What follows belongs to an exercise in optimizing a design on an open flow for small area, a short achievable clock period and few clock cycles per item; a production flow would make more cautious choices. Where RTL was checked, it was by simulation tests only, not by an equivalence proof against the original. Power and IR drop assume default switching activity.

==> inputs of job 6315 <==
## compute_core
module compute_core (
    input  logic         clk,
    input  logic         reset,
    input  logic         start,
    input  logic [15:0]  block_id,
    input  logic [7:0]   base_address,
    input  logic [2:0]   num_warps,
    input  logic [3:0]   imem_ready,
    input  logic [127:0] imem_data,
    output logic [3:0]   imem_req_valid,
    output logic [31:0]  imem_req_addr,
    input  logic         dmem_ready,
    output logic         dmem_store_valid,
    output logic [1:0]   dmem_store_warp,
    output logic [31:0]  dmem_store_addr,
    output logic [63:0]  dmem_store_data,
    output logic         done
);
Settings: LEC_CHECK=0, ABC_AREA=1, CAP_MARGIN=20, CELL_PAD_IN_SITES_DETAIL_PLACEMENT=1, CELL_PAD_IN_SITES_GLOBAL_PLACEMENT=2, CORE_MARGIN=2, CORE_UTILIZATION=40, CTS_CLUSTER_DIAMETER=90, CTS_CLUSTER_SIZE=28, PLACE_DENSITY=0.6, SLEW_MARGIN=20; clock period 13.0 ns.
standard.sh (not shown) runs the stock make flow with config.mk's settings and CLKGATE_MAP_FILE= SYNTH_SCRIPT=/design/flow/synth_recipe.tcl, a recipe that flattens the netlist after the stock synthesis.
==> flow/flow/run.sh <==
#!/bin/bash
# The standard layout (the standard.sh, unchanged synthesis), with two
# changes to how it is made:
# - the setup repair aims at a shorter period than the SDC's: each
#   repair_timing call works until every path has this much slack left at
#   the SDC's period;
# - the port buffers are buf_2 cells rather than the delay cells buffer_ports
#   picks by default (every port still gets its buffer).
export SETUP_SLACK_MARGIN=8.7
export BUFFER_PORTS_ARGS="-buffer_cell sky130_fd_sc_hd__buf_2"
cp standard.sh standard_sh.log
bash standard.sh > standard.log 2>&1
==> inputs of job 7071, as changes to job 6315 <==
--- a/flow/design.v
+++ b/flow/design.v
@@ -250,13 +250,12 @@
     logic        ir_st;       
     logic        ir_first;    
     logic        ir_u1, ir_u2;   
     logic        ir_mul, ir_sub, ir_m1, ir_cb, ir_ci;
     logic [1:0]  ir_w;
     logic [3:0]  ir_rd, ir_rs1, ir_rs2;
-    logic [3:0]  ir_s1lo, ir_s1hi, ir_s2lo, ir_s2hi;   
     logic [15:0] ir_imm;
     logic        ex1_alu, ex1_st;
     logic        ex1_mul, ex1_sub, ex1_m1, ex1_cb, ex1_ci;
     logic [1:0]  ex1_w;
     logic [3:0]  ex1_rd;
     logic [15:0] ex1_imm;
@@ -280,24 +279,16 @@
     logic        has_next;
     logic [31:0] fword, nword, iword;
     logic        fvalid, nvalid, accept, f_halt, n_take, ivalid;
     logic [3:0]  iop;
     assign nw1      = cw + 2'd1;
     assign has_next = (cw != lastw);
-    logic [3:0]  cw_oh, nw_oh;
-    assign nw_oh = {cw_oh[2:0], cw_oh[3]};
-    always_comb begin
-        fword = '0;
-        nword = '0;
-        for (int k = 0; k < 4; k++) begin
-            fword = fword | (imem_data[k*32 +: 32] & {32{cw_oh[k]}});
-            nword = nword | (imem_data[k*32 +: 32] & {32{nw_oh[k]}});
-        end
-    end
-    assign fvalid   = run && |(imem_ready & cw_oh);
-    assign nvalid   = run && has_next && |(imem_ready & nw_oh) && (nword[31:28] != 4'hf);
+    assign fword    = imem_data[cw*32 +: 32];
+    assign nword    = imem_data[nw1*32 +: 32];
+    assign fvalid   = run && imem_ready[cw];
+    assign nvalid   = run && has_next && imem_ready[nw1] && (nword[31:28] != 4'hf);
     assign accept   = fvalid && !hold;
     assign f_halt   = (fword[31:28] == 4'hf);
     assign n_take   = f_halt && nvalid;
     assign iword    = f_halt ? nword : fword;
     assign ivalid   = accept && (!f_halt || nvalid);
     assign iop      = iword[31:28];
@@ -348,13 +339,12 @@
             ir_st <= 1'b0;
         end else if (go) begin
             run <= (num_warps != 3'd0);
             done_q <= (num_warps == 3'd0);
             fresh <= 1'b1;
             cw <= '0;
-            cw_oh <= 4'b0001;
             pc <= base_address;
             ir_v <= 1'b0;
             ir_alu <= 1'b0;
             ir_st <= 1'b0;
         end else begin
             if ((fin && !ir_v && !st_stall) ||
@@ -362,13 +352,12 @@
             if (!hold) begin
                 ir_v <= ivalid;
                 ir_alu <= ivalid && (iop >= 4'h1 && iop <= 4'h5) && (iword[27:24] < 4'd13);
                 ir_st <= ivalid && (iop == 4'h6);
                 run <= run_n;
                 cw <= cw_n;
-                if (accept && f_halt && has_next) cw_oh <= nw_oh;
                 pc <= pc_n;
                 if (accept) begin
                     if (f_halt) begin
                         if (!has_next) fin <= 1'b1;
                         else fresh <= !n_take;
                     end else begin
@@ -401,50 +390,42 @@
             ir_m1 <= (iop == 4'h1) || (iop == 4'h2) || (iop == 4'h4);
             ir_cb <= (iop == 4'h1) || (iop == 4'h2);
             ir_ci <= (iop == 4'h4) || (iop == 4'h5);
             ir_rd <= iword[27:24];
             ir_rs1 <= iword[23:20];
             ir_rs2 <= iword[19:16];
-            ir_s1lo <= 4'b0001 << iword[21:20];
-            ir_s1hi <= 4'b0001 << iword[23:22];
-            ir_s2lo <= 4'b0001 << iword[17:16];
-            ir_s2hi <= 4'b0001 << iword[19:18];
             ir_imm <= iword[15:0];
         end
     end
     assign done = done_q;
     logic [12:0] rmask;
     logic [63:0] a, b;
     logic        fwd1, fwd2, ffwd1, ffwd2;
     assign rmask = ir_first ? 13'd0 : wr_q;
     assign ffwd1 = ex1_alu && !ex1_mul && (ex1_w == ir_w) && (ex1_rd == ir_rs1);
     assign ffwd2 = ex1_alu && !ex1_mul && (ex1_w == ir_w) && (ex1_rd == ir_rs2);
     assign fwd1 = ex2_alu && (ex2_w == ir_w) && (ex2_rd == ir_rs1);
     assign fwd2 = ex2_alu && (ex2_w == ir_w) && (ex2_rd == ir_rs2);
-    function automatic logic [63:0] rd_port(input logic [3:0] lo, input logic [3:0] hi,
-                                            input logic [13*64-1:0] r,
+    function automatic logic [63:0] rd_port(input logic [3:0] idx, input logic [13*64-1:0] r,
                                             input logic [12:0] m, input logic [1:0] w,
                                             input logic [15:0] bid, input logic [2:0] nw,
                                             input logic fwd, input logic [63:0] fv);
         logic [63:0] v;
-        logic [15:0] sel;
-        for (int i = 0; i < 16; i++) sel[i] = hi[i / 4] && lo[i % 4];
-        v = fwd ? fv : 64'd0;
-        for (int i = 0; i < 13; i++)
-            if (sel[i] && m[i] && !fwd) v = v | r[i*64 +: 64];
-        for (int l = 0; l < 4; l++) begin
-            if (sel[15]) v[l*16 +: 16] = v[l*16 +: 16] | {12'd0, w, 2'(l)};
-            if (sel[14]) v[l*16 +: 16] = v[l*16 +: 16] | bid;
-            if (sel[13]) v[l*16 +: 16] = v[l*16 +: 16] | {11'd0, nw, 2'd0};
-        end
+        v = '0;
+        case (idx)
+            4'd15: for (int l = 0; l < 4; l++) v[l*16 +: 16] = {12'd0, w, 2'(l)};
+            4'd14: v = {4{bid}};
+            4'd13: for (int l = 0; l < 4; l++) v[l*16 +: 16] = {11'd0, nw, 2'd0};
+            default: if (fwd) v = fv; else if (m[idx]) v = r[idx*64 +: 64];
+        endcase
         rd_port = v;
     endfunction
     logic [63:0] a_rf;
-    assign a_rf = rd_port(ir_s1lo, ir_s1hi, regs, rmask, ir_w, bid_q, nw_q, fwd1, res);
+    assign a_rf = rd_port(ir_rs1, regs, rmask, ir_w, bid_q, nw_q, fwd1, res);
     assign a = ffwd1 ? fast : a_rf;
-    assign b = ffwd2 ? fast : rd_port(ir_s2lo, ir_s2hi, regs, rmask, ir_w, bid_q, nw_q, fwd2, res);
+    assign b = ffwd2 ? fast : rd_port(ir_rs2, regs, rmask, ir_w, bid_q, nw_q, fwd2, res);
     always_ff @(posedge clk) begin
         if (reset || go) begin
             ex1_alu <= 1'b0;
             ex1_st <= 1'b0;
         end else if (!st_stall) begin
             ex1_alu <= ir_alu && !dep;
Settings changed: CORE_UTILIZATION 40 to 25, PLACE_DENSITY 0.6 to 0.5.
==> inputs of job 739, as changes to job 6315 <==
--- a/flow/design.v
+++ b/flow/design.v
@@ -250,13 +250,12 @@
     logic        ir_st;       
     logic        ir_first;    
     logic        ir_u1, ir_u2;   
     logic        ir_mul, ir_sub, ir_m1, ir_cb, ir_ci;
     logic [1:0]  ir_w;
     logic [3:0]  ir_rd, ir_rs1, ir_rs2;
-    logic [3:0]  ir_s1lo, ir_s1hi, ir_s2lo, ir_s2hi;   
     logic [15:0] ir_imm;
     logic        ex1_alu, ex1_st;
     logic        ex1_mul, ex1_sub, ex1_m1, ex1_cb, ex1_ci;
     logic [1:0]  ex1_w;
     logic [3:0]  ex1_rd;
     logic [15:0] ex1_imm;
@@ -401,50 +400,42 @@
             ir_m1 <= (iop == 4'h1) || (iop == 4'h2) || (iop == 4'h4);
             ir_cb <= (iop == 4'h1) || (iop == 4'h2);
             ir_ci <= (iop == 4'h4) || (iop == 4'h5);
             ir_rd <= iword[27:24];
             ir_rs1 <= iword[23:20];
             ir_rs2 <= iword[19:16];
-            ir_s1lo <= 4'b0001 << iword[21:20];
-            ir_s1hi <= 4'b0001 << iword[23:22];
-            ir_s2lo <= 4'b0001 << iword[17:16];
-            ir_s2hi <= 4'b0001 << iword[19:18];
             ir_imm <= iword[15:0];
         end
     end
     assign done = done_q;
     logic [12:0] rmask;
     logic [63:0] a, b;
     logic        fwd1, fwd2, ffwd1, ffwd2;
     assign rmask = ir_first ? 13'd0 : wr_q;
     assign ffwd1 = ex1_alu && !ex1_mul && (ex1_w == ir_w) && (ex1_rd == ir_rs1);
     assign ffwd2 = ex1_alu && !ex1_mul && (ex1_w == ir_w) && (ex1_rd == ir_rs2);
     assign fwd1 = ex2_alu && (ex2_w == ir_w) && (ex2_rd == ir_rs1);
     assign fwd2 = ex2_alu && (ex2_w == ir_w) && (ex2_rd == ir_rs2);
-    function automatic logic [63:0] rd_port(input logic [3:0] lo, input logic [3:0] hi,
-                                            input logic [13*64-1:0] r,
+    function automatic logic [63:0] rd_port(input logic [3:0] idx, input logic [13*64-1:0] r,
                                             input logic [12:0] m, input logic [1:0] w,
                                             input logic [15:0] bid, input logic [2:0] nw,
                                             input logic fwd, input logic [63:0] fv);
         logic [63:0] v;
-        logic [15:0] sel;
-        for (int i = 0; i < 16; i++) sel[i] = hi[i / 4] && lo[i % 4];
-        v = fwd ? fv : 64'd0;
-        for (int i = 0; i < 13; i++)
-            if (sel[i] && m[i] && !fwd) v = v | r[i*64 +: 64];
-        for (int l = 0; l < 4; l++) begin
-            if (sel[15]) v[l*16 +: 16] = v[l*16 +: 16] | {12'd0, w, 2'(l)};
-            if (sel[14]) v[l*16 +: 16] = v[l*16 +: 16] | bid;
-            if (sel[13]) v[l*16 +: 16] = v[l*16 +: 16] | {11'd0, nw, 2'd0};
-        end
+        v = '0;
+        case (idx)
+            4'd15: for (int l = 0; l < 4; l++) v[l*16 +: 16] = {12'd0, w, 2'(l)};
+            4'd14: v = {4{bid}};
+            4'd13: for (int l = 0; l < 4; l++) v[l*16 +: 16] = {11'd0, nw, 2'd0};
+            default: if (fwd) v = fv; else if (m[idx]) v = r[idx*64 +: 64];
+        endcase
         rd_port = v;
     endfunction
     logic [63:0] a_rf;
-    assign a_rf = rd_port(ir_s1lo, ir_s1hi, regs, rmask, ir_w, bid_q, nw_q, fwd1, res);
+    assign a_rf = rd_port(ir_rs1, regs, rmask, ir_w, bid_q, nw_q, fwd1, res);
     assign a = ffwd1 ? fast : a_rf;
-    assign b = ffwd2 ? fast : rd_port(ir_s2lo, ir_s2hi, regs, rmask, ir_w, bid_q, nw_q, fwd2, res);
+    assign b = ffwd2 ? fast : rd_port(ir_rs2, regs, rmask, ir_w, bid_q, nw_q, fwd2, res);
     always_ff @(posedge clk) begin
         if (reset || go) begin
             ex1_alu <= 1'b0;
             ex1_st <= 1'b0;
         end else if (!st_stall) begin
             ex1_alu <= ir_alu && !dep;
Settings changed: CORE_UTILIZATION 40 to 35, PLACE_DENSITY 0.6 to 0.55.
==> run notes <==
metric	job 739	job 7071	job 6315
Mux contribution to synthesized area	0.0524%	0.350%	0.0133%
GR met1 Demand/Resource	45.8%	36.5%	48.7%
Status	timing/DRC/antenna clean	timing/DRC/antenna clean	timing/DRC/antenna clean
Non-clock buffers	600	660	685
Via Count	69,900	70,700	68,800
Clock latency on the worst-skew pair	0.81 ns	0.81 ns	0.80 ns
Switching power total	0.00759 W	0.0118 W	0.00455 W
Post-Route Utilization	39.9%	29.6%	46.3%
Xor/xnor cell area share of the yosys netlist	4.98%	4.95%	5.49%
Number of nets in the synthesized netlist	9,111	9,307	8,979
Sequential fraction of the synthesis area	47.1%	46.4%	48.4%
TritonCTS sink count	1,289	1,285	1,305
Number of tapcells	2,854	4,100	2,495
Power of the clock network	0.00343 W	0.00363 W	0.00311 W
Testbench counts of job 6315, summed over its fixed seeds: cycles 18,350, kernels 192.
Testbench counts of job 7071, summed over its fixed seeds: cycles 18,350, kernels 192.
Testbench counts of job 739, summed over its fixed seeds: cycles 18,350, kernels 192.

========
==> v12: inputs <==
Another version of the RTL of compute_core (not shown whole).
==> flow/config.mk <==
export PLATFORM = sky130hd
export DESIGN_NAME = compute_core
export DESIGN_NICKNAME = compute_core
export VERILOG_FILES = /design/flow/design.v
export SDC_FILE = /design/flow/constraint.sdc
export NUM_CORES = 4
export LEC_CHECK = 0
export CAP_MARGIN = 20
export CELL_PAD_IN_SITES_DETAIL_PLACEMENT = 1
export CELL_PAD_IN_SITES_GLOBAL_PLACEMENT = 2
export CORE_MARGIN = 2
export CORE_UTILIZATION = 50
export PLACE_DENSITY = 0.65
export SLEW_MARGIN = 20
==> flow/constraint.sdc <==
create_clock -name core_clock -period 13.0 [get_ports {clk}]
set_input_delay 2.6000 -clock core_clock [delete_from_list [all_inputs] [get_ports {clk}]]
set_output_delay 2.6000 -clock core_clock [all_outputs]
set_load 0.01 [all_outputs]
==> flow/flow/run.sh <==
#!/bin/bash
# The standard layout (the standard.sh, unchanged synthesis), with the
# setup repair aimed at a shorter period than the SDC's: each repair_timing
# call works until every path has this much slack left at the SDC's period.
export SETUP_SLACK_MARGIN=8.7
cp standard.sh standard_sh.log
bash standard.sh > standard.log 2>&1
==> inputs of v29, as changes to v12 <==
CORE_UTILIZATION = 25   (was 50)
PLACE_DENSITY = 0.5   (was 0.65)
==> inputs of v5, as changes to v12 <==
--- a/flow/design.v
+++ b/flow/design.v
@@ -1,9 +1,9 @@
-module mac_tree (input logic [15:0] x, input logic [15:0] m, input logic [15:0] c, input logic cin, output logic [47:0] rows);
+module mac_tree (input logic [15:0] x, input logic [15:0] m, input logic [15:0] c, input logic cin, output logic [31:0] rows);
     wire bn1 = m[1];
     wire bo2 = m[0] ^ 1'b0;
     wire bt3 = (m[1] & ~m[0] & ~1'b0) | (~m[1] & m[0] & 1'b0);
     wire pp4 = (((x[0] & bo2) | (1'b0 & bt3)) ^ bn1);
     wire pp5 = (((x[1] & bo2) | (x[0] & bt3)) ^ bn1);
     wire pp6 = (((x[2] & bo2) | (x[1] & bt3)) ^ bn1);
     wire pp7 = (((x[3] & bo2) | (x[2] & bt3)) ^ bn1);
     wire pp8 = (((x[4] & bo2) | (x[3] & bt3)) ^ bn1);
@@ -204,19 +204,50 @@
     wire s203 = s165 ^ s167 ^ k162;
     wire k204 = (s165 & s167) | (s165 & k162) | (s167 & k162);
     wire s205 = s169 ^ s171 ^ k166;
     wire k206 = (s169 & s171) | (s169 & k166) | (s171 & k166);
     wire s207 = s173 ^ s175 ^ k170;
     wire k208 = (s173 & s175) | (s173 & k170) | (s175 & k170);
     wire s209 = s177 ^ s179 ^ k174;
     wire k210 = (s177 & s179) | (s177 & k174) | (s179 & k174);
-    assign rows[15:0] = {k176, k172, k168, k164, k160, k156, k152, k148, k144, k140, k138, s137, c[3], bn20, pp5, c[0]};
-    assign rows[31:16] = {s209, s207, s205, s203, s201, s199, s197, s195, s193, s191, s189, s187, s185, c[2], c[1], cin};
-    assign rows[47:32] = {k208, k206, k204, k202, k200, k198, k196, k194, k192, k190, k188, k186, k184, s183, k182, s181};
+    wire s211 = c[0] ^ cin;
+    wire k212 = c[0] & cin;
+    wire s213 = pp5 ^ c[1] ^ k182;
+    wire k214 = (pp5 & c[1]) | (pp5 & k182) | (c[1] & k182);
+    wire s215 = bn20 ^ c[2] ^ s183;
+    wire k216 = (bn20 & c[2]) | (bn20 & s183) | (c[2] & s183);
+    wire s217 = c[3] ^ s185 ^ k184;
+    wire k218 = (c[3] & s185) | (c[3] & k184) | (s185 & k184);
+    wire s219 = s137 ^ s187 ^ k186;
+    wire k220 = (s137 & s187) | (s137 & k186) | (s187 & k186);
+    wire s221 = k138 ^ s189 ^ k188;
+    wire k222 = (k138 & s189) | (k138 & k188) | (s189 & k188);
+    wire s223 = k140 ^ s191 ^ k190;
+    wire k224 = (k140 & s191) | (k140 & k190) | (s191 & k190);
+    wire s225 = k144 ^ s193 ^ k192;
+    wire k226 = (k144 & s193) | (k144 & k192) | (s193 & k192);
+    wire s227 = k148 ^ s195 ^ k194;
+    wire k228 = (k148 & s195) | (k148 & k194) | (s195 & k194);
+    wire s229 = k152 ^ s197 ^ k196;
+    wire k230 = (k152 & s197) | (k152 & k196) | (s197 & k196);
+    wire s231 = k156 ^ s199 ^ k198;
+    wire k232 = (k156 & s199) | (k156 & k198) | (s199 & k198);
+    wire s233 = k160 ^ s201 ^ k200;
+    wire k234 = (k160 & s201) | (k160 & k200) | (s201 & k200);
+    wire s235 = k164 ^ s203 ^ k202;
+    wire k236 = (k164 & s203) | (k164 & k202) | (s203 & k202);
+    wire s237 = k168 ^ s205 ^ k204;
+    wire k238 = (k168 & s205) | (k168 & k204) | (s205 & k204);
+    wire s239 = k172 ^ s207 ^ k206;
+    wire k240 = (k172 & s207) | (k172 & k206) | (s207 & k206);
+    wire s241 = k176 ^ s209 ^ k208;
+    wire k242 = (k176 & s209) | (k176 & k208) | (s209 & k208);
+    assign rows[15:0] = {s241, s239, s237, s235, s233, s231, s229, s227, s225, s223, s221, s219, s217, s215, s213, s181};
+    assign rows[31:16] = {k240, k238, k236, k234, k232, k230, k228, k226, k224, k222, k220, k218, k216, k214, k212, s211};
 endmodule
 `timescale 1ns/1ns
 module compute_core (
     input  logic         clk,
     input  logic         reset,
     input  logic         start,
     input  logic [15:0]  block_id,
     input  logic [7:0]   base_address,
@@ -237,42 +268,37 @@
     logic        fresh;       
     logic        done_q;
     logic [1:0]  cw;          
     logic [1:0]  lastw;       
     logic [2:0]  nw_q;
     logic [15:0] bid_q;
     logic [7:0]  base_q;
     logic [7:0]  pc;
-    logic        idle;        
     logic        go;          
-    logic [3:0]  rv;          
-    logic [31:0] ra;          
-    assign idle = !run && !fin && !done_q;
-    assign go = start && idle;
+    assign go = start && !run && !fin && !done_q;
     logic        ir_v;        
     logic        ir_alu;      
     logic        ir_st;       
     logic        ir_first;    
     logic        ir_u1, ir_u2;   
     logic        ir_mul, ir_sub, ir_m1, ir_cb, ir_ci;
     logic [1:0]  ir_w;
     logic [3:0]  ir_rd, ir_rs1, ir_rs2;
     logic [15:0] ir_imm;
     logic        ex1_alu, ex1_st;
     logic        ex1_mul, ex1_sub, ex1_m1, ex1_cb, ex1_ci;
     logic [1:0]  ex1_w;
     logic [3:0]  ex1_rd;
     logic [15:0] ex1_imm;
     logic [63:0] ex1_a, ex1_b;
-    logic [31:0] ex1_sa;      
     logic        ex2_alu;
     logic [1:0]  ex2_w;
     logic [3:0]  ex2_rd;
-    logic [191:0] ex2_rows;   
+    logic [127:0] ex2_rows;   
     logic [63:0] res;
     logic [13*64-1:0] regs;
     logic [12:0]      wr_q;
     logic st_stall, dep, hold;
     assign st_stall = ex1_st && !dmem_ready;
     assign dep = ir_v && ex1_alu && (ex1_w == ir_w) &&
                  ((ir_u1 && ex1_rd == ir_rs1) || (ir_u2 && ex1_rd == ir_rs2));
     assign hold = st_stall || dep;
@@ -288,105 +314,71 @@
     assign fvalid   = run && imem_ready[cw];
     assign nvalid   = run && has_next && imem_ready[nw1] && (nword[31:28] != 4'hf);
     assign accept   = fvalid && !hold;
     assign f_halt   = (fword[31:28] == 4'hf);
     assign n_take   = f_halt && nvalid;
     assign iword    = f_halt ? nword : fword;
     assign ivalid   = accept && (!f_halt || nvalid);
     assign iop      = iword[31:28];
-    logic        run_n, has_next_n;
-    logic [1:0]  cw_n;
-    logic [7:0]  pc_n;
     always_comb begin
-        run_n = run;
-        cw_n = cw;
-        pc_n = pc;
-        if (accept) begin
-            if (f_halt) begin
-                if (!has_next) begin
-                    run_n = 1'b0;
-                end else begin
-                    cw_n = nw1;
-                    pc_n = n_take ? base_q + 8'd1 : base_q;
-                end
-            end else begin
-                pc_n = pc + 8'd1;
-            end
-        end
-        has_next_n = (cw_n != lastw);
-    end
-    always_ff @(posedge clk) begin
-        if (reset) begin
-            rv <= '0;
-        end else if (go) begin
-            rv <= {2'b0, num_warps >= 3'd2, num_warps != 3'd0};
-            ra <= {4{base_address}};
-        end else begin
-            for (int k = 0; k < 4; k++) begin
-                rv[k] <= run_n && ((cw_n == 2'(k)) || (has_next_n && cw_n + 2'd1 == 2'(k)));
-                ra[k*8 +: 8] <= (cw_n == 2'(k)) ? pc_n : base_q;
-            end
+        for (int k = 0; k < 4; k++) begin
+            imem_req_valid[k] = run && ((cw == 2'(k)) || (has_next && nw1 == 2'(k)));
+            imem_req_addr[k*8 +: 8] = (cw == 2'(k)) ? pc : base_q;
         end
     end
-    assign imem_req_valid = rv;
-    assign imem_req_addr = ra;
     always_ff @(posedge clk) begin
         if (reset) begin
             run <= 1'b0;
             fin <= 1'b0;
             done_q <= 1'b0;
             ir_v <= 1'b0;
             ir_alu <= 1'b0;
             ir_st <= 1'b0;
         end else if (go) begin
             run <= (num_warps != 3'd0);
             done_q <= (num_warps == 3'd0);
             fresh <= 1'b1;
             cw <= '0;
             pc <= base_address;
+            base_q <= base_address;
+            nw_q <= num_warps;
+            bid_q <= block_id;
+            lastw <= (num_warps >= 3'd4) ? 2'd3 : 2'(num_warps - 3'd1);
             ir_v <= 1'b0;
             ir_alu <= 1'b0;
             ir_st <= 1'b0;
         end else begin
             if (fin && !ir_v && !st_stall) done_q <= 1'b1;
             if (!hold) begin
                 ir_v <= ivalid;
                 ir_alu <= ivalid && (iop >= 4'h1 && iop <= 4'h5) && (iword[27:24] < 4'd13);
                 ir_st <= ivalid && (iop == 4'h6);
-                run <= run_n;
-                cw <= cw_n;
-                pc <= pc_n;
                 if (accept) begin
                     if (f_halt) begin
-                        if (!has_next) fin <= 1'b1;
-                        else fresh <= !n_take;
+                        if (!has_next) begin
+                            run <= 1'b0;
+                            fin <= 1'b1;
+                        end else begin
+                            cw <= nw1;
+                            pc <= n_take ? base_q + 8'd1 : base_q;
+                            fresh <= !n_take;
+                        end
                     end else begin
+                        pc <= pc + 8'd1;
                         fresh <= 1'b0;
                     end
                 end
             end
         end
     end
     always_ff @(posedge clk) begin
-        if (idle) begin
-            base_q <= base_address;
-            nw_q <= num_warps;
-            bid_q <= block_id;
-            lastw <= (num_warps >= 3'd4) ? 2'd3 : 2'(num_warps - 3'd1);
-        end
-    end
-    always_ff @(posedge clk) begin
         if (!hold && ivalid) begin
             ir_first <= f_halt || fresh;
             ir_w <= f_halt ? nw1 : cw;
-        end
-    end
-    always_ff @(posedge clk) begin
-        if (!hold) begin
             ir_u1 <= (iop >= 4'h1 && iop <= 4'h4) || (iop == 4'h6);
             ir_u2 <= (iop >= 4'h1 && iop <= 4'h3) || (iop == 4'h6);
             ir_mul <= (iop == 4'h3);
             ir_sub <= (iop == 4'h2);
             ir_m1 <= (iop == 4'h1) || (iop == 4'h2) || (iop == 4'h4);
             ir_cb <= (iop == 4'h1) || (iop == 4'h2);
             ir_ci <= (iop == 4'h4) || (iop == 4'h5);
             ir_rd <= iword[27:24];
@@ -426,58 +418,59 @@
             ex1_alu <= ir_alu && !dep;
             ex1_st <= ir_st && !dep;
         end
     end
     always_ff @(posedge clk) begin
         if (!st_stall) begin
             ex1_w <= ir_w;
             ex1_b <= b;
-            for (int l = 0; l < 4; l++) ex1_sa[l*8 +: 8] <= a[l*16 +: 8] + ir_imm[7:0];
+            ex1_imm[7:0] <= ir_imm[7:0];
+            for (int l = 0; l < 4; l++) ex1_a[l*16 +: 8] <= a[l*16 +: 8];
         end
     end
     always_ff @(posedge clk) begin
         ex1_mul <= ir_mul;
         ex1_sub <= ir_sub;
         ex1_m1 <= ir_m1;
         ex1_cb <= ir_cb;
         ex1_ci <= ir_ci;
         ex1_rd <= ir_rd;
-        ex1_imm <= ir_imm;
-        ex1_a <= a;
+        ex1_imm[15:8] <= ir_imm[15:8];
+        for (int l = 0; l < 4; l++) ex1_a[l*16 + 8 +: 8] <= a[l*16 + 8 +: 8];
     end
     always_ff @(posedge clk) begin
         if (!hold && ir_v && ir_first) begin
             wr_q <= '0;
         end else if (ex2_alu && ex2_w == ir_w) begin
             wr_q[ex2_rd] <= 1'b1;
         end
     end
     for (genvar l = 0; l < 4; l++) begin : g_lane
         logic [15:0] y, m, c;
-        logic [47:0] rows;
+        logic [31:0] rows;
         assign y = ex1_b[l*16 +: 16];
         assign m = ex1_mul ? y : {15'd0, ex1_m1};
         assign c = ex1_cb ? (ex1_sub ? ~y : y) : (ex1_ci ? ex1_imm : 16'd0);
         mac_tree u_tree (.x(ex1_a[l*16 +: 16]), .m(m), .c(c), .cin(ex1_sub), .rows(rows));
-        always_ff @(posedge clk) ex2_rows[l*48 +: 48] <= rows;
-        assign res[l*16 +: 16] = ex2_rows[l*48 +: 16] + ex2_rows[l*48 + 16 +: 16] + ex2_rows[l*48 + 32 +: 16];
+        always_ff @(posedge clk) ex2_rows[l*32 +: 32] <= rows;
+        assign res[l*16 +: 16] = ex2_rows[l*32 +: 16] + ex2_rows[l*32 + 16 +: 16];
     end
     always_ff @(posedge clk) begin
         if (reset || go) ex2_alu <= 1'b0;
         else ex2_alu <= ex1_alu;
         ex2_w <= ex1_w;
         ex2_rd <= ex1_rd;
     end
     always_ff @(posedge clk) begin
         for (int r = 0; r < 13; r++) begin
             if (ex2_alu && ex2_rd == 4'(r)) regs[r*64 +: 64] <= res;
         end
     end
     assign dmem_store_valid = ex1_st;
     assign dmem_store_warp = ex1_w;
     always_comb begin
         for (int l = 0; l < 4; l++) begin
-            dmem_store_addr[l*8 +: 8] = ex1_sa[l*8 +: 8];
+            dmem_store_addr[l*8 +: 8] = ex1_a[l*16 +: 8] + ex1_imm[7:0];
             dmem_store_data[l*16 +: 16] = ex1_b[l*16 +: 16];
         end
     end
 endmodule
==> flow/flow/run.sh (replaced) <==
#!/bin/bash
# The standard layout (the standard.sh, unchanged synthesis), with the
# setup repair aimed at a shorter period than the SDC's: each repair_timing
# call works until every path has this much slack left at the SDC's period.
export SETUP_SLACK_MARGIN=8.5
cp standard.sh standard_sh.log
bash standard.sh > standard.log 2>&1
CORE_UTILIZATION = 25   (was 50)
PLACE_DENSITY = 0.5   (was 0.65)
==> summary of the runs <==
- Against v5, the setup slack of v12 is better by 1400 ps.
- Area after synthesis: v5 is smaller than v29 (about 4%).
- Clock-buffer cell count: v5 < v12 < v29.
- The lowest worst hold slack belongs to v5, the highest to v12.
Testbench counts of v12, summed over its fixed seeds: cycles 19,173, kernels 192.
Testbench counts of v29, summed over its fixed seeds: cycles 19,173, kernels 192.
Only the layout flow was run in v5; the RTL was not checked for function there.

## port drivers added, routing unchanged
The results above use ideal ports. As a check the final layouts listed here were re-extracted and re-timed, cells and wires unchanged. Step 1 (the two cells are an assumption about what drives the block):
set clk [get_ports {clk}]
set_driving_cell -lib_cell sky130_fd_sc_hd__clkbuf_16 $clk
set_driving_cell -lib_cell sky130_fd_sc_hd__buf_2 [delete_from_list [all_inputs] $clk]
Step 2 also shifts input and output timing later by t, the mid clock arrival at the registers, as if the neighbouring blocks saw the same clock. Slacks: ideal ports / drivers / drivers and shift; pairs: ideal ports / drivers.
| run | t, ns | slack for setup (ns) | worst hold slack (ns) |
|---|---|---|---|
| job 6315 | 0.870 | 8.640 / 8.542 / 8.072 | 0.346 / 0.346 / 0.346 |
| job 7071 | 0.891 | 8.584 / 8.475 / 8.072 | 0.332 / 0.332 / 0.332 |
| job 739 | 0.879 | 8.588 / 8.588 / 8.189 | 0.331 / 0.331 / 0.331 |
| v12 | 0.877 | 8.643 / 8.596 / 7.860 | 0.348 / 0.348 / 0.348 |
| v29 | 0.956 | 8.718 / 8.606 / 7.876 | 0.345 / 0.345 / 0.345 |
| v5 | 0.898 | 7.276 / 7.184 / 7.802 | 0.323 / 0.323 / 0.323 |
After both steps every run listed still meets setup and hold. For v29, which loses most, drivers alone change the setup slack by -0.112 ns; drivers and shift together by -0.842 ns.
